Context: an optimization exercise on an open-source flow, tuned for small area, a short achievable clock period and few clock cycles per item. The choices shown serve that exercise and are no tape-out recipe. Function was checked by simulation only, so behaviour that the tests miss may differ from the original. Power is estimated from default activity; no workload was simulated.

Design yuv2rgb_top, start of the top module:
module yuv2rgb_top
(
	input logic CLOCK_50_I,
	input logic resetn,
	input logic in_valid,
	output logic in_ready,
	input logic [7:0] y,
	input logic [7:0] u,
	input logic [7:0] v,
	output logic out_valid,
	input logic out_ready,
	output logic [7:0] r,
	output logic [7:0] g,
	output logic [7:0] b
);
Settings: LEC_CHECK=0, CAP_MARGIN=20, CORE_MARGIN=2, CORE_UTILIZATION=40, SETUP_SLACK_MARGIN=4.35, SLEW_MARGIN=20, SYNTH_HIERARCHICAL=1; clock period 8.0 ns.
standard.sh (not shown) runs the stock make flow with config.mk's settings and CLKGATE_MAP_FILE= SYNTH_SCRIPT=/design/flow/synth_recipe.tcl, a recipe that flattens the netlist after the stock synthesis.
==> flow/flow/run.sh <==
#!/bin/bash
# The standard layout (standard.sh: ORFS synthesis to final layout), with one
# change: the buffers that buffer_ports puts on every input and output port are
# plain sky130_fd_sc_hd__buf_1 cells instead of the default (a slow delay
# buffer).  Every port still gets its own buffer; the resizer may resize them.
set -euo pipefail
bash standard.sh "BUFFER_PORTS_ARGS=-buffer_cell sky130_fd_sc_hd__buf_1" finish > flow_standard.log 2>&1
Testbench counts at the start, summed over its fixed seeds: cycles 32,016, pixels 32,000.
Next try:
SETUP_SLACK_MARGIN = 4.3   (was 4.35)
Result: Total power goes down by 3.1%; final area goes down by 1.4%; die area does not change.

========
== before ==
Another version of the RTL of yuv2rgb_top (not shown whole).
Size: about 670 cells after synthesis, about 54 I/O pins, ~0.0081 sq mm of cells after synthesis.
==> flow/design.v (excerpt) <==
module yuv2rgb_top
(
	input logic CLOCK_50_I,
	input logic resetn,
	input logic in_valid,
	output logic in_ready,
	input logic [7:0] y,
	input logic [7:0] u,
	input logic [7:0] v,
	output logic out_valid,
	input logic out_ready,
	output logic [7:0] r,
	output logic [7:0] g,
	output logic [7:0] b
);
make LEC_CHECK=0 ABC_CLOCK_PERIOD_IN_PS=4000 CAP_MARGIN=20 CORE_MARGIN=2 CORE_UTILIZATION=40 SETUP_SLACK_MARGIN=3.5 SLEW_MARGIN=20 SYNTH_HIERARCHICAL=1 finish   # period 8.0 ns
run.sh (not shown) runs the stock make flow with config.mk's settings and CLKGATE_MAP_FILE= SYNTH_SCRIPT=/design/flow/synth_recipe.tcl, a recipe that flattens the netlist after the stock synthesis.
Stock flow here: none of the scripts above is used.
Testbench counts of before, summed over its fixed seeds: cycles 32,016, pixels 32,000.
Modified inputs, after compared to before
# before
export LEC_CHECK = 0
export ABC_CLOCK_PERIOD_IN_PS = 4000
export CAP_MARGIN = 20
export CORE_MARGIN = 2
export CORE_UTILIZATION = 40
export SETUP_SLACK_MARGIN = 3.5
export SLEW_MARGIN = 20
export SYNTH_HIERARCHICAL = 1
create_clock -name core_clock -period 8.0 [get_ports {CLOCK_50_I}]
# after
export LEC_CHECK = 0
export ABC_CLOCK_PERIOD_IN_PS = 3500
export CAP_MARGIN = 20
export CORE_MARGIN = 2
export CORE_UTILIZATION = 40
export SETUP_SLACK_MARGIN = 4.5
export SLEW_MARGIN = 20
export SYNTH_HIERARCHICAL = 1
create_clock -name core_clock -period 8.0 [get_ports {CLOCK_50_I}]
Notes after the runs:
after reached the final stage; the timing, DRC and antenna checks on its layout passed. Taking before as the reference, in after sequential share of layout area lower; global-route usage up 0.81 points; worst setup slack down 0.014 ns; wire length of the first global-routing pass has increased. Relative to before, the layout overhead on the synthesized area of after is higher by 4.7 points. Against before as the reference, after delivers a higher relative contribution of combinational cells to total power. | highest clock rate | after vs before | 0.31% lower |.

========
the previous run:
yuv2rgb_top, a different RTL version from the one above (not shown whole).
Size in the first run: about 960 cells after synthesis.
## yuv2rgb_top
module yuv2rgb_top
(
	input logic CLOCK_50_I,
	input logic resetn,
	input logic in_valid,
	output logic in_ready,
	input logic [7:0] y,
	input logic [7:0] u,
	input logic [7:0] v,
	output logic out_valid,
	input logic out_ready,
	output logic [7:0] r,
	output logic [7:0] g,
	output logic [7:0] b
);
clock: 8.0 ns
lec_check: 0
cap_margin: 20
core_margin: 2
core_utilization: 40
setup_slack_margin: 4.1
slew_margin: 20
synth_hierarchical: 1
standard.sh (not shown) runs the stock make flow with config.mk's settings and CLKGATE_MAP_FILE= SYNTH_SCRIPT=/design/flow/synth_recipe.tcl, a recipe that flattens the netlist after the stock synthesis.
Scripts as last shown in full above: flow/flow/run.sh
The previous run ended with every stage complete and zero timing, DRC or antenna violations.
Testbench counts of the previous run, summed over its fixed seeds: cycles 32,016, pixels 32,000.
## Diff of input files: the current run against the previous run
# the previous run
export LEC_CHECK = 0
export CAP_MARGIN = 20
export CORE_MARGIN = 2
export CORE_UTILIZATION = 40
export SETUP_SLACK_MARGIN = 4.1
export SLEW_MARGIN = 20
export SYNTH_HIERARCHICAL = 1
create_clock -name core_clock -period 8.0 [get_ports {CLOCK_50_I}]
# the current run
export LEC_CHECK = 0
export CAP_MARGIN = 20
export CORE_MARGIN = 2
export CORE_UTILIZATION = 40
export SETUP_SLACK_MARGIN = 4.5
export SLEW_MARGIN = 20
export SYNTH_HIERARCHICAL = 1
create_clock -name core_clock -period 8.0 [get_ports {CLOCK_50_I}]
==> comparison <==
Flip-flop and latch share of the layout cell area: the current run and the previous run compared, lower one is the current run. Final area was lower in the previous run than in the current run. Between the current run and the previous run, it is the current run whose part of the cycle the worst path needs is lower, by 0.63 points. Compared with the previous run, in the current run total met2 wirelength after detailed routing now sits higher, number of global-route vias before repair now sits higher, worst setup slack now sits higher. Power in the clock group: the current run vs the previous run, no meaningful difference. The previous run ended up with sky130_fd_sc_hd__fa_1 as its worst-path cell with the longest stage delay; the current run ended up with sky130_fd_sc_hd__fa_2. Looking at global-route wire length before repair, the current run sits above the previous run. | routed via count | higher: the current run |.

-- afterwards: timing with drivers on the ports --
The results above use ideal ports. As a check the final layouts listed here were re-extracted and re-timed, cells and wires unchanged. Step 1 (the two cells are an assumption about what drives the block):
set clk [get_ports {CLOCK_50_I}]
set_driving_cell -lib_cell sky130_fd_sc_hd__clkbuf_16 $clk
set_driving_cell -lib_cell sky130_fd_sc_hd__buf_2 [delete_from_list [all_inputs] $clk]
Step 2 times the ports against the registers' clock, not the clock port: input delays grow and output delays shrink by t, the midpoint of the rising clock arrivals with the driver on. Three values: ideal, step 1, step 2; two values: the first two.
run | shift t [ns] | setup slack, ns | worst hold slack (ns) | clock arrival spread, ns
the first run of note 1 | 0.393 | 4.380 / 4.355 / 4.015 | 0.484 / 0.484 / 0.484 | 0.014 / 0.013
the second run of note 1 | 0.392 | 4.373 / 4.349 / 3.981 | 0.485 / 0.485 / 0.485 | 0.014 / 0.015
before | 0.361 | 3.629 / 3.605 / 3.605 | 0.494 / 0.494 / 0.494 | 0.016 / 0.016
after | 0.355 | 3.615 / 3.615 / 3.615 | 0.500 / 0.500 / 0.500 | 0.014 / 0.014
the previous run | 0.399 | 4.157 / 4.157 / 3.899 | 0.555 / 0.555 / 0.555 | 0.018 / 0.018
the current run | 0.392 | 4.207 / 4.207 / 3.964 | 0.557 / 0.557 / 0.557 | 0.016 / 0.017
After both steps every run listed still meets setup and hold. For the second run of note 1, which loses most, drivers alone change the setup slack by -0.024 ns; drivers and shift together by -0.392 ns.
